Context: an optimization exercise on an open-source flow, tuned for small area, a short achievable clock period and few clock cycles. The choices shown serve that exercise and are no tape-out recipe. Where RTL was checked, it was by simulation tests only, not by an equivalence proof against the original. For run 3, only the layout was checked, not whether the RTL still works. Power and IR drop assume default switching activity.

--- design/flow/design.v ---
package vfsp_pkg;
  localparam logic [2:0] EV_VOXEL        = 3'd0;
  localparam logic [2:0] EV_DIMENSIONS   = 3'd1;
  localparam logic [2:0] EV_HEADER_OK    = 3'd2;
  localparam logic [2:0] EV_BAD_HEADER   = 3'd3;
  localparam logic [2:0] EV_SIZE_MISSING = 3'd4;
  localparam logic [2:0] EV_XYZI_MISSING = 3'd5;
  localparam logic [2:0] EV_MAIN_MISSING = 3'd6;
  typedef struct packed {
    logic [2:0]         kind;
    logic [7:0]         voxel_x;
    logic [7:0]         voxel_y;
    logic [7:0]         voxel_z;
    logic [7:0]         material;
    logic signed [31:0] size_x;
    logic signed [31:0] size_y;
    logic signed [31:0] size_z;
    logic signed [31:0] file_version;
    logic [15:0]        model_number;
    logic               last_voxel;
  } event_t;
endpackage
module vfsp_core (
  input  logic        clk,
  input  logic        rst,
  input  logic        data_valid,
  output logic        data_stall,
  input  logic [7:0]  data_byte,
  input  logic        start_of_file,
  output logic        event_valid,
  input  logic        event_stall,
  output logic [2:0]  event_kind,
  output logic [7:0]  voxel_x,
  output logic [7:0]  voxel_y,
  output logic [7:0]  voxel_z,
  output logic [7:0]  material,
  output logic [31:0] size_x,
  output logic [31:0] size_y,
  output logic [31:0] size_z,
  output logic [31:0] file_version,
  output logic [15:0] model_number,
  output logic        last_voxel
);
  localparam logic [3:0] PH_MAGIC   = 4'd0;
  localparam logic [3:0] PH_VERSION = 4'd1;
  localparam logic [3:0] PH_PACK    = 4'd2;    
  localparam logic [3:0] PH_VCOUNT  = 4'd3;    
  localparam logic [3:0] PH_VOXELS  = 4'd4;
  localparam logic [3:0] PH_DIMS    = 4'd5;
  localparam logic [3:0] PH_DONE    = 4'd6;
  localparam logic [3:0] PH_MAIN    = 4'd8;    
  localparam logic [3:0] PH_SECOND  = 4'd9;
  localparam logic [3:0] PH_SIZE    = 4'd10;
  localparam logic [3:0] PH_XYZI    = 4'd11;
  logic [3:0]  phase, pos;
  logic        flag;       
  logic        ck_s;       
  logic        wsel;       
  logic        vlast;      
  logic [31:0] ra, rb, rc;  
  logic [31:0] ml;         
  logic        ml_unset;   
  logic        mpend;      
  logic        mact;
  logic        bw;         
  logic [15:0] mc;
  logic        mc_inc_p, mc_clr_p;
  logic        bad_p;      
  logic [2:0]  kind;
  logic        last;
  logic        stall_q;
  logic        take, tk, tks, free, ev_take;
  logic [7:0]  b, bu;
  logic        p0, p3, p11, byte_zero, cnt_zero, ml_last;
  logic        magic_ok, magic0_ok;
  logic [7:0]  magic_ch;
  assign data_stall = stall_q || bad_p;
  assign take    = data_valid && !data_stall;
  assign tk      = take && !start_of_file;    
  assign tks     = take && start_of_file;     
  assign ev_take = event_valid && !event_stall;
  assign free    = !event_valid || !event_stall;
  assign b   = data_byte;
  assign bu  = data_byte & 8'hdf;
  assign p0  = (pos == 4'd0);
  assign p3  = (pos == 4'd3);
  assign p11 = (pos == 4'd11);
  assign byte_zero = (b == 8'd0);
  assign cnt_zero  = b[7] || (flag && b[6:0] == 7'd0);
  assign ml_last   = ml_unset || (ml[30:0] == 31'h7ffffffe);
  always_comb begin
    case (pos[1:0])
      2'd0:    magic_ch = 8'h56;
      2'd1:    magic_ch = 8'h4f;
      2'd2:    magic_ch = 8'h58;
      default: magic_ch = 8'h20;
    endcase
    magic_ok  = (pos[1:0] == 2'd3) ? (b == 8'h20) : (bu == magic_ch);
    magic0_ok = (bu == 8'h56);
  end
  logic [3:0] n_ph, n_pos;
  logic       n_flag, n_emit, n_finish;
  logic [2:0] n_kind;
  always_comb begin
    n_ph     = phase;
    n_pos    = pos + 4'd1;
    n_flag   = flag;
    n_emit   = 1'b0;
    n_kind   = vfsp_pkg::EV_VOXEL;
    n_finish = 1'b0;
    case (phase)
      PH_MAGIC: begin
        n_emit = !magic_ok;
        n_kind = vfsp_pkg::EV_BAD_HEADER;
        if (p3) begin
          n_ph  = PH_VERSION;
          n_pos = 4'd0;
        end
      end
      PH_VERSION: begin
        if (p3) begin
          n_emit = 1'b1;
          n_kind = b[7] ? vfsp_pkg::EV_BAD_HEADER : vfsp_pkg::EV_HEADER_OK;
          n_ph   = b[7] ? PH_DONE : PH_MAIN;
          n_pos  = 4'd0;
        end
      end
      PH_PACK: begin
        n_flag = (p0 || flag) && byte_zero;
        if (p3) begin
          n_ph  = cnt_zero ? PH_DONE : PH_SIZE;
          n_pos = 4'd0;
        end
      end
      PH_VCOUNT: begin
        n_flag = (p0 || flag) && byte_zero;
        if (p3) begin
          n_pos = 4'd0;
          if (cnt_zero) begin
            n_finish = 1'b1;
            n_ph     = ml_last ? PH_DONE : PH_SIZE;
          end else begin
            n_ph = PH_VOXELS;
          end
        end
      end
      PH_VOXELS: begin
        if (p3) begin
          n_pos  = 4'd0;
          n_emit = 1'b1;
          n_kind = vfsp_pkg::EV_VOXEL;
          if (vlast) begin
            n_finish = 1'b1;
            n_ph     = ml_last ? PH_DONE : PH_SIZE;
          end
        end
      end
      PH_DIMS: begin
        if (p11) begin
          n_pos  = 4'd0;
          n_emit = 1'b1;
          n_kind = vfsp_pkg::EV_DIMENSIONS;
          n_ph   = PH_XYZI;
        end
      end
      PH_MAIN, PH_SECOND, PH_SIZE, PH_XYZI: begin
        if (p0) begin
          case (phase[1:0])
            2'd0:    n_flag = (bu == 8'h4d);
            2'd1:    n_flag = (bu == 8'h50);
            2'd2:    n_flag = (bu == 8'h53);
            default: n_flag = (bu == 8'h58);
          endcase
        end
        if (p11) begin
          n_pos = 4'd0;
          case (phase[1:0])
            2'd0: begin
              if (flag) begin
                n_ph = PH_SECOND;
              end else begin
                n_ph   = PH_DONE;
                n_emit = 1'b1;
                n_kind = vfsp_pkg::EV_MAIN_MISSING;
              end
            end
            2'd1: n_ph = flag ? PH_PACK : (ck_s ? PH_DIMS : PH_SIZE);
            2'd2: begin
              if (flag) begin
                n_ph = PH_DIMS;
              end else begin
                n_ph   = PH_XYZI;
                n_emit = 1'b1;
                n_kind = vfsp_pkg::EV_SIZE_MISSING;
              end
            end
            default: begin
              if (flag) begin
                n_ph = PH_VCOUNT;
              end else begin
                n_emit   = 1'b1;
                n_kind   = vfsp_pkg::EV_XYZI_MISSING;
                n_finish = 1'b1;
                n_ph     = ml_last ? PH_DONE : (ck_s ? PH_XYZI : PH_SIZE);
              end
            end
          endcase
        end
      end
      default: begin
        n_ph  = PH_DONE;
        n_pos = 4'd0;
      end
    endcase
  end
  logic [3:0] ph_next, pos_next;
  logic       emit, finish, emit_magic;
  logic [2:0] emit_kind;
  always_comb begin
    if (!take) begin
      ph_next    = phase;
      pos_next   = pos;
      emit       = 1'b0;
      finish     = 1'b0;
      emit_kind  = n_kind;
      emit_magic = 1'b0;
    end else if (start_of_file) begin
      ph_next    = PH_MAGIC;
      pos_next   = 4'd1;
      emit       = !magic0_ok;
      finish     = 1'b0;
      emit_kind  = vfsp_pkg::EV_BAD_HEADER;
      emit_magic = 1'b1;
    end else begin
      ph_next    = n_ph;
      pos_next   = n_pos;
      emit       = n_emit;
      finish     = n_finish;
      emit_kind  = n_kind;
      emit_magic = (phase == PH_MAGIC);
    end
  end
  logic sh_a, sh_b, sh_c, sh_m, dec_c;
  logic [7:0] dsrc, dec8, dbus;
  logic       bin;
  always_comb begin
    sh_a = 1'b0; sh_b = 1'b0; sh_c = 1'b0; sh_m = 1'b0; dec_c = 1'b0;
    if (tk) begin
      case (phase)
        PH_VERSION: sh_a = 1'b1;
        PH_PACK:    sh_m = 1'b1;
        PH_VCOUNT:  sh_c = 1'b1;
        PH_VOXELS: begin
          if (wsel) sh_b = 1'b1; else sh_a = 1'b1;
          dec_c = 1'b1;
        end
        PH_DIMS: begin
          if (pos[3:2] == 2'd0) sh_a = 1'b1;
          if (pos[3:2] == 2'd1) sh_b = 1'b1;
          if (pos[3:2] == 2'd2) sh_c = 1'b1;
        end
        default: ;
      endcase
    end
  end
  assign mact = tk && mpend && phase[3:2] == 2'b10 && pos[3:2] == 2'd0;
  assign dsrc = mpend ? ml[7:0] : rc[7:0];
  assign bin  = p0 || bw;
  assign dec8 = dsrc + {7'd0, bin};
  assign dbus = (mact || dec_c) ? dec8 : ~b;
  always_ff @(posedge clk) begin
    if (sh_a) ra <= {~b, ra[31:8]};
    if (sh_b) rb <= {~b, rb[31:8]};
    if (sh_c || dec_c) rc <= {dbus, rc[31:8]};
    if (sh_m || mact) ml <= {dbus, ml[31:8]};
    if (mact || dec_c) bw <= bin && (dsrc == 8'hff);
    if (dec_c && p0) vlast <= (rc[30:0] == 31'h7ffffffe);
    if (tk) begin
      flag <= n_flag;
      if (phase[3:2] == 2'b10 && p0) ck_s <= (bu == 8'h53);
      if (phase == PH_VOXELS && p3) wsel <= !wsel;
    end
  end
  always_ff @(posedge clk) begin
    if (rst) begin
      phase    <= PH_MAGIC;
      pos      <= 4'd0;
      ml_unset <= 1'b1;
      mpend    <= 1'b0;
    end else begin
      phase    <= bad_p ? PH_DONE : ph_next;
      pos      <= bad_p ? 4'd0 : pos_next;
      if (tk && n_finish && !ml_last) mpend <= 1'b1;
      else if (tks || (mact && p3)) mpend <= 1'b0;
      if (tks) ml_unset <= 1'b1;
      else if (tk && phase == PH_PACK && p3) ml_unset <= 1'b0;
    end
  end
  always_ff @(posedge clk) begin
    if (rst) begin
      mc       <= 16'd0;
      mc_inc_p <= 1'b0;
      mc_clr_p <= 1'b0;
    end else begin
      if (free) begin
        if (mc_clr_p || tks) mc <= 16'd0;
        else if (mc_inc_p) mc <= mc + 16'd1;
      end
      mc_clr_p <= (mc_clr_p || tks) && !free;
      mc_inc_p <= (tk && n_finish) || (mc_inc_p && !free && !mc_clr_p && !tks);
    end
  end
  logic ev_load, ev_load_bad, ev_valid_next, bad_p_next;
  assign ev_load_bad = bad_p && free;
  assign ev_load     = tk && n_emit && phase != PH_MAGIC;
  assign bad_p_next  = !rst && (bad_p ? !free : (emit && emit_magic));
  assign ev_valid_next = !rst && (ev_load_bad || ev_load || (event_valid && event_stall));
  logic ld_dim, ld_va, ld_vb, ld_h, ld_o;
  assign ld_dim = tk && phase == PH_DIMS && p11;
  assign ld_va  = tk && phase == PH_VOXELS && p3 && !wsel;
  assign ld_vb  = tk && phase == PH_VOXELS && p3 && wsel;
  assign ld_h   = tk && phase == PH_VERSION && p3;
  assign ld_o   = ev_load_bad;
  logic nsel_va, nsel_vb, nsel_dx, nsel_dy, nsel_dz, nsel_h, nsel_o;
  always_ff @(posedge clk) begin
    nsel_va <= rst || (!ld_va  && (nsel_va || ev_take));
    nsel_vb <= rst || (!ld_vb  && (nsel_vb || ev_take));
    nsel_h  <= rst || (!ld_h   && (nsel_h  || ev_take));
    nsel_o  <= rst || (!ld_o   && (nsel_o  || ev_take));
    nsel_dx <= rst || (!ld_dim && (nsel_dx || ev_take));
    nsel_dy <= rst || (!ld_dim && (nsel_dy || !event_stall));
    nsel_dz <= rst || (!ld_dim && (nsel_dz || !event_valid || !event_stall));
  end
  always_ff @(posedge clk) begin
    event_valid <= ev_valid_next;
    bad_p       <= bad_p_next;
    if (ev_load_bad || ev_load) begin
      kind <= ev_load_bad ? vfsp_pkg::EV_BAD_HEADER : n_kind;
      last <= !ev_load_bad && phase == PH_VOXELS && vlast;
    end
  end
  logic kd, k123, r_now, r_tk, risk_keep;
  assign kd   = !kind[2];
  assign k123 = !kind[2] && kind[1:0] != 2'd0;
  always_comb begin
    r_now = 1'b0;
    r_tk  = 1'b0;
    case (phase)
      PH_MAGIC: r_tk = (pos == 4'd3) && kd;
      PH_VERSION: begin
        r_now = p3 || kd;
        r_tk  = (pos == 4'd2) || ((pos != 4'd3) && kd);
      end
      PH_VCOUNT: begin
        r_now = p3 || k123;
        r_tk  = (pos == 4'd2) || k123;
      end
      PH_VOXELS: begin
        r_now = p3 || k123;
        r_tk  = (pos == 4'd2) || ((pos != 4'd3) && k123);
      end
      PH_DIMS: begin
        r_now = p11 || kd;
        r_tk  = (pos == 4'd10) || (!p11 && kd);
      end
      PH_MAIN: begin
        r_now = p11;
        r_tk  = (pos == 4'd10);
      end
      PH_SECOND, PH_SIZE: begin
        r_now = p11;
        r_tk  = (pos == 4'd10) || (p11 && kd);
      end
      PH_XYZI: begin
        r_now = p11;
        r_tk  = (pos == 4'd10) || (p11 && k123);
      end
      default: ;
    endcase
  end
  assign risk_keep = take ? (!start_of_file && r_tk) : r_now;
  always_ff @(posedge clk) begin
    stall_q <= !rst && event_valid && event_stall && risk_keep;
  end
  assign event_kind   = kind;
  assign {material, voxel_z, voxel_y, voxel_x} = ~((ra | {32{nsel_va}}) & (rb | {32{nsel_vb}}));
  assign size_x       = ~(ra | {32{nsel_dx}});
  assign size_y       = ~(rb | {32{nsel_dy}});
  assign size_z       = ~(rc | {32{nsel_dz}});
  assign file_version = ~((ra | {32{nsel_h}}) & {32{nsel_o}});
  assign model_number = mc;
  assign last_voxel   = last;
endmodule
module voxel_file_stream_parser (
  input  logic               clk,
  input  logic               rst,
  input  logic               data_valid,
  output logic               data_stall,
  input  logic [7:0]         data_byte,
  input  logic               start_of_file,
  output logic               event_valid,
  input  logic               event_stall,
  output logic [2:0]         event_kind,
  output logic [7:0]         voxel_x,
  output logic [7:0]         voxel_y,
  output logic [7:0]         voxel_z,
  output logic [7:0]         material,
  output logic signed [31:0] size_x,
  output logic signed [31:0] size_y,
  output logic signed [31:0] size_z,
  output logic signed [31:0] file_version,
  output logic [15:0]        model_number,
  output logic               last_voxel
);
  vfsp_core u_core (
    .clk           (clk),
    .rst           (rst),
    .data_valid    (data_valid),
    .data_stall    (data_stall),
    .data_byte     (data_byte),
    .start_of_file (start_of_file),
    .event_valid   (event_valid),
    .event_stall   (event_stall),
    .event_kind    (event_kind),
    .voxel_x       (voxel_x),
    .voxel_y       (voxel_y),
    .voxel_z       (voxel_z),
    .material      (material),
    .size_x        (size_x),
    .size_y        (size_y),
    .size_z        (size_z),
    .file_version  (file_version),
    .model_number  (model_number),
    .last_voxel    (last_voxel)
  );
endmodule
--- design/flow/config.mk ---
export PLATFORM = sky130hd
export DESIGN_NAME = voxel_file_stream_parser
export DESIGN_NICKNAME = voxel_file_stream_parser
export VERILOG_FILES = /design/flow/design.v
export SDC_FILE = /design/flow/constraint.sdc
export NUM_CORES = 4
export LEC_CHECK = 0
export ABC_CLOCK_PERIOD_IN_PS = 2200
export CAP_MARGIN = 20
export CORE_MARGIN = 2
export CORE_UTILIZATION = 50
export CTS_BUF_LIST = sky130_fd_sc_hd__clkbuf_4 sky130_fd_sc_hd__clkbuf_8
export SETUP_SLACK_MARGIN = 2.6
export SLEW_MARGIN = 20
--- design/flow/flow/run.sh ---
#!/bin/bash
# Standard ORFS layout (the standard.sh), with two changes: the port
# buffers are the smallest buffer cell, and clock tree synthesis adds no
# dummy loads at the clock tree leaves.
set -euo pipefail
export BUFFER_PORTS_ARGS="-buffer_cell sky130_fd_sc_hd__buf_1"
export CTS_ARGS="-sink_clustering_enable -repair_clock_nets -dont_use_dummy_load -buf_list {sky130_fd_sc_hd__clkbuf_4 sky130_fd_sc_hd__clkbuf_8}"
bash standard.sh finish > standard_make.log 2>&1
--- design/flow/constraint.sdc ---
create_clock -name core_clock -period 5.0 [get_ports {clk}]
set_input_delay 1.0000 -clock core_clock [delete_from_list [all_inputs] [get_ports {clk}]]
set_output_delay 1.0000 -clock core_clock [all_outputs]
set_load 0.01 [all_outputs]
--- design/flow/standard.sh ---
#!/bin/bash
# synth_recipe.tcl (not shown) runs the flow's synth.tcl, then flattens the netlist and writes it again
# the make line also repeats each setting of config.mk as NAME=value (left out here)
make -C /OpenROAD-flow-scripts/flow DESIGN_CONFIG=/design/flow/config.mk WORK_HOME=/design/flow/orfs CLKGATE_MAP_FILE= SYNTH_SCRIPT=/design/flow/synth_recipe.tcl "${@:-finish}"
==> impl_metrics.json, run 1 <==
{
  "status": "no timing/DRC/antenna violations",
  "io_pins": 195,
  "reg2reg_depth": 9,
  "antenna_left": 0,
  "path_clk_slew_ns": 0.09,
  "firstDrtPassIters": 6,
  "ys.flop_type": "edfxtp_1",
  "cts_tree": "built",
  "worstHoldPathType": "flip-flop to flip-flop",
  "switchingPower_mw": 0.568,
  "synth_most_common_cell": "nor2_1",
  "hold_ws_ns": 0.441,
  "fp.dieW_um": 132,
  "gp_congestion": 0.910,
  "routed_wl_um": 23500,
  "netlist_instances": 762,
  "worst_r2r_endpoint": "u_core.stall_q",
  "switching_share": 0.228,
  "dp_hpwl_um": 16400,
  "drv_cap": 0,
  "seqPwrFrac": 0.636,
  "setup_violations": 0,
  "synth_top_family_by_area": "simple AND/OR/NAND/NOR gates",
  "synth.largest_area_cell": "edfxtp_1",
  "synth-simple-area-share": 0.175,
  "syn_nets": 782,
  "start_util": 0.512,
  "fill_cells": 1399,
  "core_um2": 15900,
  "busiest_layer": "met2",
  "cp-end-kind": "output port",
  "yosys.area_share.adder": 0.0107,
  "grt_pass1_wl_um": 36100,
  "hold_violations": 0,
  "worstReg2RegStart": "u_core.pos[0]",
  "ir_drop_uv": 171,
  "yosysWarningCount": 1,
  "ys_top_cells_by_area": "edfxtp_1, dfxtp_1, nor2_1, o21ai_0, o22ai_1",
  "r2r_setup_slack_ns": 2.65,
  "antenna_found_initial": 0,
  "comb_power_share": 0.070,
  "synthMuxAreaShare": 0.0144,
  "yosysUniqueCellTypes": 75,
  "synth-seq-cells": 175,
  "synth_edf_count": 137,
  "num_vias": 6961,
  "crit_fanout": 34,
  "drv_slew": 0,
  "intPower_mw": 1.92,
  "yosysTopAreaCellShare": 0.504,
  "hold_buffers": 0,
  "grt_util_met3": 0.0600,
  "root_buffer": "clkbuf_8",
  "seq_area_um2": 4920,
  "clockBufferDepth": 2,
  "fmax_ghz": 0.421,
  "area_delta_synth_final_pct": 18.0,
  "netlist_area_um2": 8160,
  "synth_common_cells": "nor2_1, edfxtp_1, o21ai_0",
  "crit_type": "flip-flop to output port",
  "period_needed_ns": 2.38,
  "use_met2": 0.433,
  "startpoint_type": "flip-flop",
  "timing.slew.headroom": 0.368,
  "die_h_um": 132,
  "grt_pass1_vias": 6403,
  "route.detailed.drc": 0,
  "worstPathArrival_ns": 1.38,
  "worstSkewPairLatency_ns": 0.45,
  "n_antenna_cell": 0,
  "drive_gt1_frac": 0.104,
  "tightest_slew_ns": 0.949,
  "syn_avg_cell_area_um2": 10.7,
  "grtUsageMet1": 0.355,
  "grt_overflow_total": 0,
  "cp.required_ns": 4.00,
  "dieArea_um2": 17400,
  "leakagePower_nw": 3.10,
  "drtIter0Drc": 782,
  "async_flop_share": 0,
  "cts_buffers": 17,
  "tns_ns": 0,
  "final_nets": 968,
  "skew_ns": 0.0241,
  "power_density_nw_per_um2": 259,
  "grt_max_degree": 35,
  "ys_seq_area_frac": 0.597,
  "cts.sinks": 175,
  "synth_xor_xnor_area_share": 0.0236,
  "fp-row-count": 46,
  "multi_input_area_um2": 3190,
  "fin_crit_sh": 0.475,
  "critPathLaunch": "u_core.nsel_o",
  "synth_compound_area_frac": 0.141,
  "p_clk_frac": 0.293,
  "wire_per_inst_um": 20.3,
  "crit_path_end": "file_version[26]",
  "portBuffers": 194,
  "avgViaCountPerCell": 5.99,
  "grt_setup_unrepaired": "yes",
  "htree_levels": 4,
  "grt_usage": 0.267
}
[logic make-up (layout without fill, tap and decap cells)]
| logic type | Yosys count | in the layout |
|---|---|---|
| and+or+nand+nor | 291 | 294 |
| AOI/OAI and AO/OA | 182 | 183 |
| DFF | 175 | 175 |
| buffers and inverters | 74 | 254 |
| xor gates and xnor gates | 22 | 22 |
| muxes | 11 | 11 |
| adders and majority gates | 7 | 7 |
[layer usage]
| metal | up-vias | part of all wire |
|---|---|---|
| met1 | 3304 | 0.42 |
| li1 | 3193 | - |
| met5 | - | 0 |
| met3 | 50 | 0.078 |
| met4 | 0 | 0.026 |
| met2 | 414 | 0.47 |
[state kept, by name (all words and copies together), names as in the netlist, 3 cells and up]
register      count
u_core.ml        32
u_core.ra        32
u_core.rb        32
u_core.mc        16
u_core.rc        32
u_core.pos        4
u_core.phase      4
u_core.kind       3
[critical path, cell delays in order, from the launching register on]
cell,delay [ns]
dfxtp_4,0.54
o21ai_0,0.19
buf_1,0.18
[placed cells by master, fill, tap and decap left out, drive strengths merged, types with 4 or more instances in the layout]
cell,netlist,routed
a21o,5,5
a21oi,28,29
a31oi,9,9
a32oi,4,4
and3,5,5
and4,4,4
buf,18,215
clkbuf,34,17
dfxtp,38,38
edfxtp,137,137
ha,7,7
inv,22,22
mux2,6,6
mux2i,5,5
nand2,37,37
nand2b,12,12
nand3,18,18
nand3b,5,5
nand4,17,17
nor2,139,142
nor2b,7,7
nor3,16,16
nor4,9,9
o211ai,4,4
o21ai,58,58
o22ai,39,39
o31ai,5,5
or2,4,4
xnor2,6,6
xor2,16,16
[per-stage QoR]
stage          worst slack [ns]  utilization  power (mW)  std cells  cell area (um2)
6_report                   2.62        0.604        2.49       1162             9630
2_1_floorplan              2.49            -        1.72        762             8220
5_1_grt                    2.57        0.604        2.58       1162             9630
3_3_place_gp               1.70        0.565        1.78       1122             9000
4_1_cts                    2.59        0.591        2.49       1149             9430
3_5_place_dp               1.66        0.565        1.78       1122             9000
[repair_timing]
action	CTS	global route
pin swaps	5	3
buffers inserted	6	13
gates cloned	4	0
resized for setup	35	16
endpoints found under the setup margin	323	105
[final cells by class]
type	count	area share
flip-flops and latches	175	0.511
inverters	22	0.00858
multi-input cells	517	0.331
repair buffers	215	0.0972
clock buffers	17	0.0243
well taps	216	0.0281
[power groups by stage]
stage / logic, mW / clock network (mW) / registers, mW
floorplan: 0.112 / 0 / 1.61
global placement: 0.157 / 0 / 1.62
detailed placement: 0.156 / 0 / 1.62
CTS: 0.165 / 0.745 / 1.58
global route: 0.190 / 0.800 / 1.59
finish: 0.175 / 0.731 / 1.59
[worst min-delay path by stage]
stage / start / slack, ns / depth (start not counted) / end
final: u_core.ml[31] / 0.44 / 0 / u_core.ml[23]
after global routing: u_core.ml[31] / 0.44 / 0 / u_core.ml[23]
after CTS: u_core.ml[26] / 0.45 / 0 / u_core.ml[18]
after detailed placement: u_core.ml[31] / 0.42 / 0 / u_core.ml[23]
after global placement: u_core.ml[31] / 0.42 / 0 / u_core.ml[23]
after floorplan: u_core.ml[31] / 0.40 / 0 / u_core.ml[23]
Testbench counts, summed over its fixed seeds: cycles 16,095.
==> run 2, diff against run 1 <==
==> design/flow/flow/run.sh (replaced) <==
#!/bin/bash
# Standard ORFS layout (the standard.sh), with two changes: the port
# buffers are the smallest buffer cell, and clock tree synthesis adds no
# dummy loads at the clock tree leaves.
set -euo pipefail
export BUFFER_PORTS_ARGS="-buffer_cell sky130_fd_sc_hd__buf_1"
export CTS_ARGS="-sink_clustering_enable -repair_clock_nets -dont_use_dummy_load -buf_list {sky130_fd_sc_hd__clkbuf_4 sky130_fd_sc_hd__clkbuf_8} -sink_clustering_size 40"
bash standard.sh finish > standard_make.log 2>&1
--- a/design/flow/config.mk
+++ b/design/flow/config.mk
@@ -6,9 +6,9 @@
 export NUM_CORES = 4
 export LEC_CHECK = 0
 export ABC_CLOCK_PERIOD_IN_PS = 2200
-export CAP_MARGIN = 20
+export CAP_MARGIN = 10
 export CORE_MARGIN = 2
-export CORE_UTILIZATION = 50
+export CORE_UTILIZATION = 40
 export CTS_BUF_LIST = sky130_fd_sc_hd__clkbuf_4 sky130_fd_sc_hd__clkbuf_8
 export SETUP_SLACK_MARGIN = 2.6
-export SLEW_MARGIN = 20
+export SLEW_MARGIN = 10
==> run 2 against run 1 <==
Critical path depth up 1. Die area up 24%. Combinational power about the same. Clock-buffer cell count unchanged. Largest power group unchanged. Clock power about the same. First-iteration DRC count down 21%. Synthesized cell count unchanged. Cell area up 1.2%. Critical path type unchanged. Sequential power about the same. Clock skew up 0.0072 ns.
==> impl_metrics.json, run 2 <==
{
  "routed_wl_um": 23600,
  "clockBufferDepth": 2,
  "area_delta_synth_final_pct": 19.4,
  "worstHoldPathType": "flip-flop to flip-flop",
  "critPathLaunch": "u_core.nsel_o",
  "start_util": 0.406,
  "hold_buffers": 0,
  "yosysWarningCount": 1,
  "fp.dieW_um": 147,
  "setup_violations": 0,
  "startpoint_type": "flip-flop",
  "ys_top_cells_by_area": "edfxtp_1, dfxtp_1, nor2_1, o21ai_0, o22ai_1",
  "syn_nets": 782,
  "r2r_setup_slack_ns": 2.68,
  "status": "no timing/DRC/antenna violations",
  "die_h_um": 147,
  "tns_ns": 0,
  "drtIter0Drc": 615,
  "ir_drop_uv": 142,
  "power_density_nw_per_um2": 256,
  "period_needed_ns": 2.41,
  "portBuffers": 194,
  "leakagePower_nw": 3.16,
  "crit_slowest_cell": "dfxtp_4",
  "synth-seq-cells": 175,
  "cp.required_ns": 4.00,
  "synth-simple-area-share": 0.175,
  "yosysUniqueCellTypes": 75,
  "io_pins": 195,
  "skew_ns": 0.0313,
  "avgViaCountPerCell": 5.64,
  "final_nets": 973,
  "worstReg2RegStart": "u_core.mpend",
  "cp-end-kind": "output port",
  "firstDrtPassIters": 7,
  "yosysTopAreaCellShare": 0.504,
  "reg2reg_depth": 6,
  "synth.largest_area_cell": "edfxtp_1",
  "drv_slew": 0,
  "tightest_slew_ns": 1.01,
  "drive_gt1_frac": 0.115,
  "dp_hpwl_um": 16300,
  "layout_commonest_cell": "buf_1",
  "num_vias": 6890,
  "fin_crit_sh": 0.481,
  "cts.sinks": 175,
  "crit_path_end": "file_version[10]",
  "grt_pass1_vias": 6150,
  "synth_top_family_by_area": "simple AND/OR/NAND/NOR gates",
  "path_clk_slew_ns": 0.07,
  "cts_buffers": 17,
  "grt_max_degree": 35,
  "synth_most_common_cell": "nor2_1",
  "netlist_instances": 762,
  "grt_overflow_total": 0,
  "fin_ws_ns": 2.59,
  "async_flop_share": 0,
  "htree_levels": 4,
  "layout_common_cells": "buf_1, edfxtp_1, nor2_1",
  "synth_edf_count": 137,
  "dpl_worst_slack_ns": 1.60,
  "route.detailed.drc": 0,
  "grt_pass1_wl_um": 34900,
  "synthMuxAreaShare": 0.0144,
  "gp_congestion": 0.927,
  "wire_per_inst_um": 19.3,
  "hold_violations": 0,
  "worstPathArrival_ns": 1.41,
  "worstSkewPairLatency_ns": 0.46,
  "synth_common_cells": "nor2_1, edfxtp_1, o21ai_0",
  "n_antenna_cell": 0,
  "cts_tree": "built",
  "antenna_left": 0,
  "crit_fanout": 18,
  "root_buffer": "clkbuf_8",
  "synth_xor_xnor_area_share": 0.0236,
  "netlist_area_um2": 8160,
  "max_stage_delay_ns": 0.49,
  "core_um2": 20100,
  "fmax_ghz": 0.415,
  "path_cells": "buf_6, o21ai_0, buf_1",
  "ys_seq_area_frac": 0.597,
  "grt_usage": 0.209,
  "crit_type": "flip-flop to output port",
  "antenna_found_initial": 0,
  "timing.slew.headroom": 0.318,
  "syn_avg_cell_area_um2": 10.7,
  "synth_compound_area_frac": 0.141,
  "fp-row-count": 52,
  "drv_cap": 0,
  "grt_setup_unrepaired": "yes",
  "worst_r2r_endpoint": "u_core.rc[26]",
  "ys.flop_type": "edfxtp_1",
  "yosys.area_share.adder": 0.0107,
  "dieArea_um2": 21600
}
## run 2: cell type report
class	count	area, um2
clock buffer	17	234
tap	270	338
fill	1918	10400
sequential	175	4910
timing repair buffer	220	1040
multi-input combinational	517	3150
inverter	22	82.6
## run 2: layer usage
metal  up-vias  part of all wire  global-route usage
li1       3202                 -                   -
met1      3290              0.43               0.279
met2       349              0.47               0.335
met3        49             0.078              0.0525
met4         0             0.023              0.0733
met5         -                 0                   0
## run 2: how the worst min path moves through the flow
stage,start,endpoint,slack (ns),cells after the start
finish,u_core.ml[31],u_core.ml[23],0.43,0
global placement,u_core.ml[31],u_core.ml[23],0.40,0
CTS,u_core.ml[31],u_core.ml[23],0.43,0
global route,u_core.ml[31],u_core.ml[23],0.44,0
detailed placement,u_core.ml[31],u_core.ml[23],0.41,0
floorplan,u_core.ml[31],u_core.ml[23],0.40,0
## run 2: logic make-up (layout without fill, tap and decap cells)
| kind of cell | count (synthesis) | after routing |
|---|---|---|
| flip-flops | 175 | 175 |
| AO/OA/AOI/OAI | 182 | 183 |
| adder cells (fa/ha/maj) | 7 | 7 |
| buffers and inverters | 74 | 259 |
| XOR/XNOR | 22 | 22 |
| AND/OR/NAND/NOR | 291 | 294 |
| multiplexers | 11 | 11 |
## run 2: power by group
part           total (mW)  switching [mW]  internal (mW)
clock               0.732           0.431          0.301
combinational       0.177           0.118         0.0582
sequential           1.58          0.0196           1.56
## run 2: timing repair
item,CTS,global route
endpoints found under the setup margin,286,182
resized for setup,27,35
cloned,4,0
setup buffers,4,16
hold endpoints to repair,0,0
pin swaps,3,7
## run 2: stage by stage
step / cells / power [mW] / hold WS, ns / util / instance area (um2)
2_1_floorplan: 762 / 1.72 / 0.400 / - / 8220
3_3_place_gp: 1180 / 1.78 / 0.404 / 0.453 / 9100
3_5_place_dp: 1180 / 1.78 / 0.413 / 0.453 / 9100
4_1_cts: 1205 / 2.51 / 0.429 / 0.471 / 9470
5_1_grt: 1221 / 2.59 / 0.441 / 0.485 / 9750
6_report: 1221 / 2.49 / 0.431 / 0.485 / 9750
## run 2: critical path, delay by kind of cell, from the launching register on
kind / cells / cell delay, ns
compound gates: 1 / 0.12
flops: 1 / 0.49
buf+inv: 2 / 0.36
==> run 3, diff against run 2 <==
--- a/design/flow/design.v
+++ b/design/flow/design.v
@@ -321,15 +321,13 @@
   assign ld_vb  = tk && phase == PH_VOXELS && p3 && wsel;
   assign ld_h   = tk && phase == PH_VERSION && p3;
   assign ld_o   = ev_load_bad;
-  logic nsel_va, nsel_vb, nsel_dx, nsel_dy, nsel_dz, nsel_h, nsel_o;
+  logic nsel_va, nsel_vb, nsel_dx, nsel_h, nsel_o;
   always_ff @(posedge clk) begin
     nsel_va <= rst || (!ld_va  && (nsel_va || ev_take));
     nsel_vb <= rst || (!ld_vb  && (nsel_vb || ev_take));
     nsel_h  <= rst || (!ld_h   && (nsel_h  || ev_take));
     nsel_o  <= rst || (!ld_o   && (nsel_o  || ev_take));
     nsel_dx <= rst || (!ld_dim && (nsel_dx || ev_take));
-    nsel_dy <= rst || (!ld_dim && (nsel_dy || !event_stall));
-    nsel_dz <= rst || (!ld_dim && (nsel_dz || !event_valid || !event_stall));
   end
   always_ff @(posedge clk) begin
     event_valid <= ev_valid_next;
@@ -385,8 +383,8 @@
   assign event_kind   = kind;
   assign {material, voxel_z, voxel_y, voxel_x} = ~((ra | {32{nsel_va}}) & (rb | {32{nsel_vb}}));
   assign size_x       = ~(ra | {32{nsel_dx}});
-  assign size_y       = ~(rb | {32{nsel_dy}});
-  assign size_z       = ~(rc | {32{nsel_dz}});
+  assign size_y       = ~(rb | {32{nsel_dx}});
+  assign size_z       = ~(rc | {32{nsel_dx}});
   assign file_version = ~((ra | {32{nsel_h}}) & {32{nsel_o}});
   assign model_number = mc;
   assign last_voxel   = last;
==> design/flow/flow/run.sh (replaced) <==
#!/bin/bash
# Standard ORFS layout (the standard.sh), with two changes: the port
# buffers are the smallest buffer cell, and clock tree synthesis adds no
# dummy loads at the clock tree leaves.
set -euo pipefail
export BUFFER_PORTS_ARGS="-buffer_cell sky130_fd_sc_hd__buf_1"
export CTS_ARGS="-sink_clustering_enable -repair_clock_nets -dont_use_dummy_load -buf_list {sky130_fd_sc_hd__clkbuf_4 sky130_fd_sc_hd__clkbuf_8}"
bash standard.sh finish > standard_make.log 2>&1
--- a/design/flow/config.mk
+++ b/design/flow/config.mk
@@ -6,9 +6,9 @@
 export NUM_CORES = 4
 export LEC_CHECK = 0
 export ABC_CLOCK_PERIOD_IN_PS = 2200
-export CAP_MARGIN = 10
+export CAP_MARGIN = 20
 export CORE_MARGIN = 2
 export CORE_UTILIZATION = 40
 export CTS_BUF_LIST = sky130_fd_sc_hd__clkbuf_4 sky130_fd_sc_hd__clkbuf_8
 export SETUP_SLACK_MARGIN = 2.6
-export SLEW_MARGIN = 10
+export SLEW_MARGIN = 20
==> run 3 against run 2 <==
Still clean. Sequential cell count decreased by 2. Sequential power increased by 3%. Fmax increased by 0.63%. Non-clock buffer count decreased by 2. Wire length increased by 3.5%. Clock power decreased by 1%. Clock-buffer cell count unchanged. Clock skew increased by 0.0064 ns. Critical endpoint is now size_y[9]. Highest routed layer unchanged.
==> impl_metrics.json, run 3 <==
{
  "worstPathArrival_ns": 1.39,
  "setup_violations": 0,
  "yosysUniqueCellTypes": 82,
  "routed_wl_um": 24400,
  "power_density_nw_per_um2": 264,
  "worstHoldPathType": "flip-flop to flip-flop",
  "io_pins": 195,
  "gp_congestion": 0.936,
  "switchingPower_mw": 0.659,
  "root_buffer": "clkbuf_8",
  "dp_hpwl_um": 16600,
  "synth_common_cells": "nor2_1, edfxtp_1, o21ai_0",
  "cts_tree": "built",
  "hold_violations": 0,
  "timing.slew.headroom": 0.497,
  "die_h_um": 148,
  "drv_cap": 0,
  "start_util": 0.408,
  "leakagePower_nw": 3.45,
  "yosysWarningCount": 1,
  "cp-end-kind": "output port",
  "ir_drop_uv": 149,
  "cp.required_ns": 4.00,
  "layout_common_cells": "edfxtp_1, nor2_1, buf_1",
  "cts_buffers": 17,
  "crit_type": "flip-flop to output port",
  "synth_edf_count": 137,
  "async_flop_share": 0,
  "intPower_mw": 1.97,
  "fmax_ghz": 0.418,
  "tightest_slew_ns": 0.752,
  "route.detailed.drc": 0,
  "grt_pass1_vias": 6280,
  "yosysTopAreaCellShare": 0.499,
  "grt_pass1_wl_um": 36200,
  "core_um2": 20200,
  "grt_max_degree": 35,
  "drv_slew": 0,
  "syn_avg_cell_area_um2": 10.6,
  "worstSkewPairLatency_ns": 0.46,
  "p_clk_frac": 0.276,
  "reg2reg_depth": 9,
  "fin_ws_ns": 2.61,
  "netlist_instances": 778,
  "grt_setup_unrepaired": "yes",
  "drive_gt1_frac": 0.204,
  "final_nets": 990,
  "clockBufferDepth": 2,
  "ys_top_cells_by_area": "edfxtp_1, dfxtp_1, nor2_1, o21ai_0, o22ai_1",
  "netlist_area_um2": 8250,
  "crit_fanout": 25,
  "dieArea_um2": 21800,
  "htree_levels": 4,
  "status": "no timing/DRC/antenna violations",
  "dpl_worst_slack_ns": 1.77,
  "synth_most_common_cell": "nor2_1",
  "grt_overflow_total": 0,
  "n_antenna_cell": 0,
  "synth.largest_area_cell": "edfxtp_1",
  "fp-row-count": 52,
  "tns_ns": 0,
  "hold_buffers": 0,
  "skew_ns": 0.0377,
  "wire_per_inst_um": 19.7,
  "min_path_cells": 0,
  "ys.flop_type": "edfxtp_1",
  "fp.dieW_um": 148,
  "startpoint_type": "flip-flop",
  "area_delta_synth_final_pct": 20.7,
  "num_vias": 6936,
  "syn_nets": 798,
  "path_clk_slew_ns": 0.08,
  "avgViaCountPerCell": 5.60,
  "antenna_found_initial": 0,
  "fin_crit_sh": 0.478,
  "switching_share": 0.251,
  "cts.sinks": 173,
  "seqPwrFrac": 0.616,
  "synth-seq-cells": 173,
  "firstDrtPassIters": 5,
  "portBuffers": 194,
  "drtIter0Drc": 630,
  "ys_seq_area_frac": 0.586,
  "layout_commonest_cell": "edfxtp_1",
  "comb_power_share": 0.108,
  "grt_usage": 0.216,
  "antenna_left": 0,
  "period_needed_ns": 2.39
}
## run 3: what timing repair did
action | in CTS | in global routing
pin swaps | 1 | 3
setup endpoints to repair | 274 | 219
setup buffers | 6 | 9
resized for setup | 22 | 143
gates cloned | 2 | 1
## run 3: power groups by stage
stage,combinational [mW],clock (mW),sequential [mW]
4_1_cts,0.271,0.748,1.62
2_1_floorplan,0.194,0,1.62
6_report,0.283,0.724,1.62
5_1_grt,0.309,0.796,1.62
3_5_place_dp,0.268,0,1.65
3_3_place_gp,0.268,0,1.65
## run 3: critical path, cell delays in order, from the launching register on
cell,delay (ns)
dfxtp_4,0.36
buf_12,0.13
buf_16,0.16
nor2_1,0.14
clkbuf_2,0.16
## run 3: cell type report
type	instances	area [um2]
clock buffer	17	234
fill	1910	10300
inverter	20	75.1
multi-input combinational	540	3310
sequential	173	4850
tap	270	338
timing repair buffer	218	1150
## run 3: path summary, 6_finish.rpt
| path | from | end | slack (ns) |
|---|---|---|---|
| min reg2reg | u_core.ml[10] | u_core.ml[2] | 0.46 |
| max reg2reg | u_core.pos[0] | u_core.rc[30] | 2.74 |
| max | u_core.nsel_dx | size_y[9] | 2.61 |
| min | u_core.ml[10] | u_core.ml[2] | 0.46 |
## run 3: per-layer routing
| metal | GRT usage | share of wire |
|---|---|---|
| met2 | 0.360 | 0.49 |
| met1 | 0.295 | 0.44 |
| met4 | 0.0495 | 0.011 |
| met5 | 0 | 0 |
| met3 | 0.0377 | 0.062 |
## run 3: per-stage QoR
step | power [mW] | hold WS, ns | cells | area [um2] | utilization
5_1_grt | 2.73 | 0.466 | 1238 | 9960 | 0.492
3_3_place_gp | 1.92 | 0.429 | 1203 | 9220 | 0.456
6_report | 2.63 | 0.458 | 1238 | 9960 | 0.492
4_1_cts | 2.64 | 0.457 | 1228 | 9650 | 0.477
3_5_place_dp | 1.92 | 0.437 | 1203 | 9220 | 0.456
2_1_floorplan | 1.82 | 0.400 | 778 | 8300 | -
## run 3: cell families after synthesis
family | share of synthesized area
adders and majority gates | 0.0106
xor gates and xnor gates | 0.0159
and+or+nand+nor | 0.187
buffers and inverters | 0.0337
muxes | 0.0179
DFF | 0.586
AOI/OAI and AO/OA | 0.149
==> run 4, diff against run 3 <==
--- a/design/flow/design.v
+++ b/design/flow/design.v
@@ -321,13 +321,15 @@
   assign ld_vb  = tk && phase == PH_VOXELS && p3 && wsel;
   assign ld_h   = tk && phase == PH_VERSION && p3;
   assign ld_o   = ev_load_bad;
-  logic nsel_va, nsel_vb, nsel_dx, nsel_h, nsel_o;
+  logic nsel_va, nsel_vb, nsel_dx, nsel_dy, nsel_dz, nsel_h, nsel_o;
   always_ff @(posedge clk) begin
     nsel_va <= rst || (!ld_va  && (nsel_va || ev_take));
     nsel_vb <= rst || (!ld_vb  && (nsel_vb || ev_take));
     nsel_h  <= rst || (!ld_h   && (nsel_h  || ev_take));
     nsel_o  <= rst || (!ld_o   && (nsel_o  || ev_take));
     nsel_dx <= rst || (!ld_dim && (nsel_dx || ev_take));
+    nsel_dy <= rst || (!ld_dim && (nsel_dy || !event_stall));
+    nsel_dz <= rst || (!ld_dim && (nsel_dz || !event_valid || !event_stall));
   end
   always_ff @(posedge clk) begin
     event_valid <= ev_valid_next;
@@ -383,8 +385,8 @@
   assign event_kind   = kind;
   assign {material, voxel_z, voxel_y, voxel_x} = ~((ra | {32{nsel_va}}) & (rb | {32{nsel_vb}}));
   assign size_x       = ~(ra | {32{nsel_dx}});
-  assign size_y       = ~(rb | {32{nsel_dx}});
-  assign size_z       = ~(rc | {32{nsel_dx}});
+  assign size_y       = ~(rb | {32{nsel_dy}});
+  assign size_z       = ~(rc | {32{nsel_dz}});
   assign file_version = ~((ra | {32{nsel_h}}) & {32{nsel_o}});
   assign model_number = mc;
   assign last_voxel   = last;
==> design/flow/flow/run.sh (replaced) <==
#!/bin/bash
# The standard layout (standard.sh: ORFS synthesis to finish), with the
# following changes passed to ORFS through its environment:
#  - the port buffers ORFS inserts on every input and output are the
#    smallest buffer cell (buf_1) rather than the cell ORFS picks;
#  - clock tree synthesis adds no dummy loads at the clock tree leaves and
#    builds the tree from clkbuf_4 and clkbuf_8 (the same list as
#    CTS_BUF_LIST in config.mk, which CTS_ARGS overrides).
# make's full output goes to standard_make.log here; ORFS keeps each step's
# log under orfs/logs.
set -euo pipefail
export BUFFER_PORTS_ARGS="-buffer_cell sky130_fd_sc_hd__buf_1"
export CTS_ARGS="-sink_clustering_enable -repair_clock_nets -dont_use_dummy_load -buf_list {sky130_fd_sc_hd__clkbuf_4 sky130_fd_sc_hd__clkbuf_8}"
bash standard.sh finish > standard_make.log 2>&1
--- a/design/flow/config.mk
+++ b/design/flow/config.mk
@@ -8,7 +8,7 @@
 export ABC_CLOCK_PERIOD_IN_PS = 2200
 export CAP_MARGIN = 20
 export CORE_MARGIN = 2
-export CORE_UTILIZATION = 40
+export CORE_UTILIZATION = 45
 export CTS_BUF_LIST = sky130_fd_sc_hd__clkbuf_4 sky130_fd_sc_hd__clkbuf_8
-export SETUP_SLACK_MARGIN = 2.6
+export SETUP_SLACK_MARGIN = 2.2
 export SLEW_MARGIN = 20
==> run 4 against run 3 <==
Clock skew is 0.0042 ns lower. Final cell count shrank 6.5%. Global-route usage rose by 1.2 points. Via count decreased by 2.6%. Hold slack got worse by 0.025 ns. Setup slack worse by 0.26 ns. Largest cell class unchanged. Non-clock buffer count is 16 lower. Sequential cell count is 2 higher. Cell area decreased by 6.3%.
==> impl_metrics.json, run 4 <==
{
  "syn_nets": 782,
  "leakagePower_nw": 2.97,
  "cp-end-kind": "output port",
  "wire_per_inst_um": 19.4,
  "stdcell_count": 1158,
  "dieArea_um2": 19200,
  "die_h_um": 139,
  "worstReg2RegStart": "u_core.phase[3]",
  "fill_cells": 1627,
  "status": "no timing/DRC/antenna violations",
  "worstPathArrival_ns": 1.65,
  "critPathLaunch": "u_core.nsel_o",
  "synth-seq-cells": 175,
  "fmax_ghz": 0.377,
  "netlist_area_um2": 8160,
  "final_nets": 951,
  "yosysUniqueCellTypes": 75,
  "yosysWarningCount": 1,
  "antenna_left": 0,
  "htree_levels": 4,
  "area_delta_synth_final_pct": 14.2,
  "root_buffer": "clkbuf_8",
  "synth_most_common_cell": "nor2_1",
  "placed_cells": 1140,
  "fin_crit_sh": 0.530,
  "drive_gt1_frac": 0.0657,
  "grt_max_degree": 35,
  "ys.flop_type": "edfxtp_1",
  "io_pins": 195,
  "drtIter0Drc": 782,
  "drv_slew": 0,
  "power_density_nw_per_um2": 266,
  "layout_common_cells": "buf_1, edfxtp_1, nor2_1",
  "crit_fanout": 34,
  "design_area_um2": 9320,
  "route.detailed.drc": 0,
  "grt_overflow_total": 0,
  "grt_pass1_vias": 5884,
  "clockBufferDepth": 2,
  "netlist_instances": 762,
  "worst_r2r_endpoint": "u_core.rb[26]",
  "path_clk_slew_ns": 0.09,
  "synth_common_cells": "nor2_1, edfxtp_1, o21ai_0",
  "worstSkewPairLatency_ns": 0.45,
  "skew_ns": 0.0335,
  "avgViaCountPerCell": 5.84,
  "reg2reg_depth": 3,
  "crit_path_end": "file_version[18]",
  "setup_violations": 0,
  "routed.top_layer": "met4",
  "grt_pass1_wl_um": 34200,
  "timing.slew.headroom": 0.350,
  "routed_wl_um": 22400,
  "path_cells": "o21ai_0, buf_1",
  "fp.dieW_um": 139,
  "crit_slowest_cell": "dfxtp_2",
  "m1WireLength_um": 9700,
  "core_um2": 17900,
  "grt_usage": 0.228,
  "grt_setup_unrepaired": "no",
  "yosysTopAreaCellShare": 0.504,
  "ir_drop_uv": 205,
  "worstHoldPathType": "flip-flop to flip-flop",
  "cts.sinks": 175,
  "min_path_cells": 0,
  "syn_avg_cell_area_um2": 10.7,
  "post_cts_buffers": 0,
  "max_stage_delay_ns": 0.65,
  "antenna_found_initial": 0,
  "hold_violations": 0,
  "fp-row-count": 49,
  "synth.largest_area_cell": "edfxtp_1",
  "firstDrtPassIters": 6,
  "place_area_um2": 9030,
  "num_vias": 6759,
  "layout_commonest_cell": "buf_1",
  "final_core_util": 0.521,
  "hold_buffers": 0,
  "tightest_slew_ns": 0.972,
  "drv_cap": 0,
  "synth_edf_count": 137,
  "tns_ns": 0,
  "r2r_setup_slack_ns": 2.35,
  "met2_length_um": 9810,
  "cts_buffers": 17,
  "gp_congestion": 1.03,
  "crit_type": "flip-flop to output port",
  "cp.required_ns": 4.00,
  "wl_met3_um": 2180,
  "dp_hpwl_um": 16200,
  "cts_tree": "built",
  "async_flop_share": 0,
  "portBuffers": 194,
  "startpoint_type": "flip-flop",
  "n_antenna_cell": 0,
  "start_util": 0.456,
  "ys_top_cells_by_area": "edfxtp_1, dfxtp_1, nor2_1, o21ai_0, o22ai_1",
  "ys_seq_area_frac": 0.597,
  "period_needed_ns": 2.65
}
==> run 4: routing by layer <==
metal | vias up | GRT usage
li1 | 3151 | -
met1 | 3129 | 0.322
met2 | 428 | 0.343
met3 | 51 | 0.0573
met4 | 0 | 0.0867
met5 | - | 0
==> run 4: worst min-delay path by stage <==
stage	slack [ns]	to	from
after floorplan	0.40	u_core.ml[23]	u_core.ml[31]
after global placement	0.42	u_core.ml[17]	u_core.ml[25]
after detailed placement	0.41	u_core.ml[23]	u_core.ml[31]
after CTS	0.43	u_core.ml[23]	u_core.ml[31]
after global routing	0.43	u_core.ml[23]	u_core.ml[31]
final	0.43	u_core.ml[0]	u_core.ml[8]
==> run 4: what timing repair did <==
item,in CTS,in global routing
pin swaps,0,1
resized for setup,6,6
setup endpoints to repair,115,90
==> run 4: through the flow <==
| stage | power (mW) | hold WS [ns] | worst slack, ns |
|---|---|---|---|
| after CTS | 2.49 | 0.429 | 2.21 |
| final | 2.48 | 0.433 | 2.35 |
| after global routing | 2.57 | 0.434 | 2.23 |
| after global placement | 1.78 | 0.424 | 1.55 |
| after floorplan | 1.72 | 0.400 | 2.10 |
| after detailed placement | 1.78 | 0.414 | 1.48 |
==> run 4: layout make-up <==
cell class,instances,area (um2),share of cell area
Sequential cell,175,4880,0.524
Multi-Input combinational cell,513,3030,0.325
Timing Repair Buffer,202,808,0.0867
Tap cell,229,287,0.0307
Clock buffer,17,234,0.0251
Inverter,22,82.6,0.00886
==> run 4: logic make-up (layout without fill, tap and decap cells) <==
| group | after synthesis | count (layout) | synth area share |
|---|---|---|---|
| AO/OA/AOI/OAI | 182 | 182 | 0.141 |
| XOR/XNOR | 22 | 22 | 0.0236 |
| adder cells (fa/ha/maj) | 7 | 7 | 0.0107 |
| buffers and inverters | 74 | 241 | 0.0382 |
| flip-flops | 175 | 175 | 0.597 |
| multiplexers | 11 | 11 | 0.0144 |
| AND/OR/NAND/NOR | 291 | 291 | 0.175 |
==> run 4: power breakdown <==
part	total (mW)	leakage (nW)	internal, mW	switching [mW]
clock network	0.729	0.122	0.301	0.428
registers	1.58	1.54	1.57	0.0178
logic	0.164	1.31	0.0517	0.112
==> run 4: worst max-delay path, delay by kind of cell, from the launching register on <==
| kind | cells | cell delay [ns] |
|---|---|---|
| AOI/OAI and AO/OA | 1 | 0.34 |
| buffers and inverters | 1 | 0.21 |
| DFF | 1 | 0.65 |
Testbench counts of run 4, summed over its fixed seeds: cycles 16,095.
==> run 5, diff against run 4 <==
--- a/design/flow/config.mk
+++ b/design/flow/config.mk
@@ -10,5 +10,5 @@
 export CORE_MARGIN = 2
 export CORE_UTILIZATION = 45
 export CTS_BUF_LIST = sky130_fd_sc_hd__clkbuf_4 sky130_fd_sc_hd__clkbuf_8
-export SETUP_SLACK_MARGIN = 2.2
+export SETUP_SLACK_MARGIN = 2.6
 export SLEW_MARGIN = 20
==> run 5 against run 4 <==
Hold slack got worse by 0.0013 ns. Non-clock buffer count grew 7. Clock power down 0.8%. Wire length increased by 2.0%. First-iteration DRC count is 30% lower.
==> impl_metrics.json, run 5 <==
{
  "grt_pass1_vias": 6077,
  "ys_seq_area_frac": 0.597,
  "cts_tree": "built",
  "fin_crit_sh": 0.475,
  "area_delta_synth_final_pct": 17.7,
  "skew_ns": 0.0346,
  "stdcell_count": 1169,
  "grt_max_degree": 35,
  "reg2reg_depth": 3,
  "n_antenna_cell": 0,
  "ir_drop_uv": 182,
  "final_nets": 962,
  "worstSkewPairLatency_ns": 0.45,
  "power_mw": 2.48,
  "worstHoldPathType": "flip-flop to flip-flop",
  "fmax_ghz": 0.421,
  "start_util": 0.456,
  "fp.dieW_um": 139,
  "power_density_nw_per_um2": 259,
  "num_vias": 6757,
  "grt_overflow_total": 0,
  "path_clk_slew_ns": 0.08,
  "routed_wl_um": 22900,
  "placed_cells": 1137,
  "netlist_area_um2": 8160,
  "io_pins": 195,
  "crit_path_end": "file_version[20]",
  "antenna_found_initial": 0,
  "worstReg2RegStart": "u_core.phase[2]",
  "drtIter0Drc": 546,
  "tns_ns": 0,
  "worstPathArrival_ns": 1.37,
  "yosysTopAreaCellShare": 0.504,
  "syn_avg_cell_area_um2": 10.7,
  "clockBufferDepth": 2,
  "yosysWarningCount": 1,
  "worst_r2r_endpoint": "u_core.ra[24]",
  "drive_gt1_frac": 0.0957,
  "period_needed_ns": 2.37,
  "ys.flop_type": "edfxtp_1",
  "crit_type": "flip-flop to output port",
  "root_buffer": "clkbuf_8",
  "drv_cap": 0,
  "avgViaCountPerCell": 5.78,
  "crit_fanout": 18,
  "critPathLaunch": "u_core.nsel_o",
  "timing.slew.headroom": 0.393,
  "r2r_setup_slack_ns": 2.69,
  "synth.largest_area_cell": "edfxtp_1",
  "antenna_left": 0,
  "die_h_um": 139,
  "drv_slew": 0,
  "grt_usage": 0.229,
  "startpoint_type": "flip-flop",
  "netlist_instances": 762,
  "status": "no timing/DRC/antenna violations",
  "cts_buffers": 17,
  "hold_ws_ns": 0.432,
  "route.detailed.drc": 0,
  "firstDrtPassIters": 6,
  "portBuffers": 194,
  "wire_per_inst_um": 19.6,
  "htree_levels": 4,
  "fill_cells": 1631,
  "synth_most_common_cell": "nor2_1",
  "setup_violations": 0,
  "synth_common_cells": "nor2_1, edfxtp_1, o21ai_0",
  "layout_commonest_cell": "buf_1",
  "cp.required_ns": 4.00,
  "yosysUniqueCellTypes": 75,
  "synth_edf_count": 137,
  "synth-seq-cells": 175,
  "cts.sinks": 175,
  "grt_pass1_wl_um": 34800,
  "ys_top_cells_by_area": "edfxtp_1, dfxtp_1, nor2_1, o21ai_0, o22ai_1",
  "dieArea_um2": 19200,
  "leakagePower_nw": 3.08,
  "syn_nets": 782,
  "hold_buffers": 0,
  "fp-row-count": 49,
  "grt_setup_unrepaired": "yes",
  "cp-end-kind": "output port",
  "tightest_slew_ns": 0.901,
  "hold_violations": 0,
  "core_um2": 17900,
  "gp_congestion": 1.04,
  "layout_common_cells": "buf_1, edfxtp_1, nor2_1",
  "dp_hpwl_um": 15900,
  "async_flop_share": 0
}
## run 5: area by class of cell
cell class | instances | area (um2) | area share
Multi-Input combinational cell | 517 | 3170 | 0.330
Sequential cell | 175 | 4910 | 0.511
Tap cell | 229 | 287 | 0.0298
Timing Repair Buffer | 209 | 925 | 0.0962
Clock buffer | 17 | 234 | 0.0243
Inverter | 22 | 82.6 | 0.00859
## run 5: routing by layer
metal / global-route usage / part of all wire / routed length, um
met1: 0.314 / 0.43 / 9830
met2: 0.374 / 0.47 / 10700
met3: 0.0490 / 0.082 / 1880
met4: 0.0622 / 0.020 / 458
met5: 0 / 0 / 0
## run 5: stage by stage
step                 util  setup WS, ns  instance area (um2)
CTS                 0.527          2.58                 9440
global route        0.537          2.55                 9610
global placement    0.505          1.69                 9030
floorplan               -          2.49                 8220
detailed placement  0.505          1.62                 9030
finish              0.537          2.63                 9610
## run 5: cell families (layout without fill, tap and decap cells)
family          Yosys count  count (layout)  share of synthesized area
simple gates            291             294                      0.175
mux                      11              11                     0.0144
compound gates          182             183                      0.141
xor+xnor                 22              22                     0.0236
flops                   175             175                      0.597
buf+inv                  74             248                     0.0382
fa+ha+maj                 7               7                     0.0107
## run 5: where the power goes
part	total [mW]	internal [mW]	leakage [nW]	switching, mW
sequential	1.58	1.56	1.54	0.0202
combinational	0.178	0.0591	1.41	0.118
clock	0.723	0.301	0.122	0.422
## run 5: worst max-delay path, stage by stage, from the launching register on
cell     delay (ns)
dfxtp_4        0.47
buf_6          0.21
o21ai_0        0.11
buf_1          0.14
## run 5: repair_timing
action,in CTS,in global routing
pin swaps,3,4
gates resized for setup,26,23
cloned,4,0
setup buffers,5,6
setup endpoints to repair,320,153
## run 5: how the worst min path moves through the flow
stage	startpoint	endpoint	slack (ns)	cells past startpoint
final	u_core.ml[31]	u_core.ml[23]	0.43	0
after global routing	u_core.ml[31]	u_core.ml[23]	0.43	0
after CTS	u_core.ml[31]	u_core.ml[23]	0.43	0
after detailed placement	u_core.ml[25]	u_core.ml[17]	0.43	0
after global placement	u_core.ml[25]	u_core.ml[17]	0.43	0
after floorplan	u_core.ml[31]	u_core.ml[23]	0.40	0

## what the ideal ports hide
In the flow no input, the clock included, has a driving cell. The finished layouts below were timed again as built, in two steps. Step 1 sets driving cells, clkbuf_16 on the clock port and buf_2 on the other inputs (assumed; they add their load-dependent delay and slew). Step 2 times the ports against the registers' clock, not the clock port: input delays grow and output delays shrink by t, the midpoint of the rising clock arrivals with the driver on. Three values: no drivers, after step 1, after step 2; two values: the first two.
| run | shift t [ns] | setup slack, ns | clock arrival spread, ns | slew at the worst register clock pin (ns) | worst slew at a driven data input, ns |
|---|---|---|---|---|---|
| run 1 | 0.475 | 2.623 / 2.586 / 2.248 | 0.025 / 0.025 | 0.09 / 0.09 | 0.06 |
| run 2 | 0.485 | 2.593 / 2.552 / 2.237 | 0.031 / 0.031 | 0.10 / 0.10 | 0.04 |
| run 3 | 0.476 | 2.608 / 2.568 / 2.185 | 0.038 / 0.038 | 0.09 / 0.09 | 0.06 |
| run 4 | 0.475 | 2.349 / 2.309 / 1.924 | 0.034 / 0.034 | 0.10 / 0.10 | 0.06 |
| run 5 | 0.479 | 2.626 / 2.585 / 2.186 | 0.035 / 0.035 | 0.10 / 0.10 | 0.04 |
After both steps setup and hold are still met in every run listed. For run 5, which loses most, drivers alone change the setup slack by -0.041 ns; drivers and shift together by -0.440 ns.
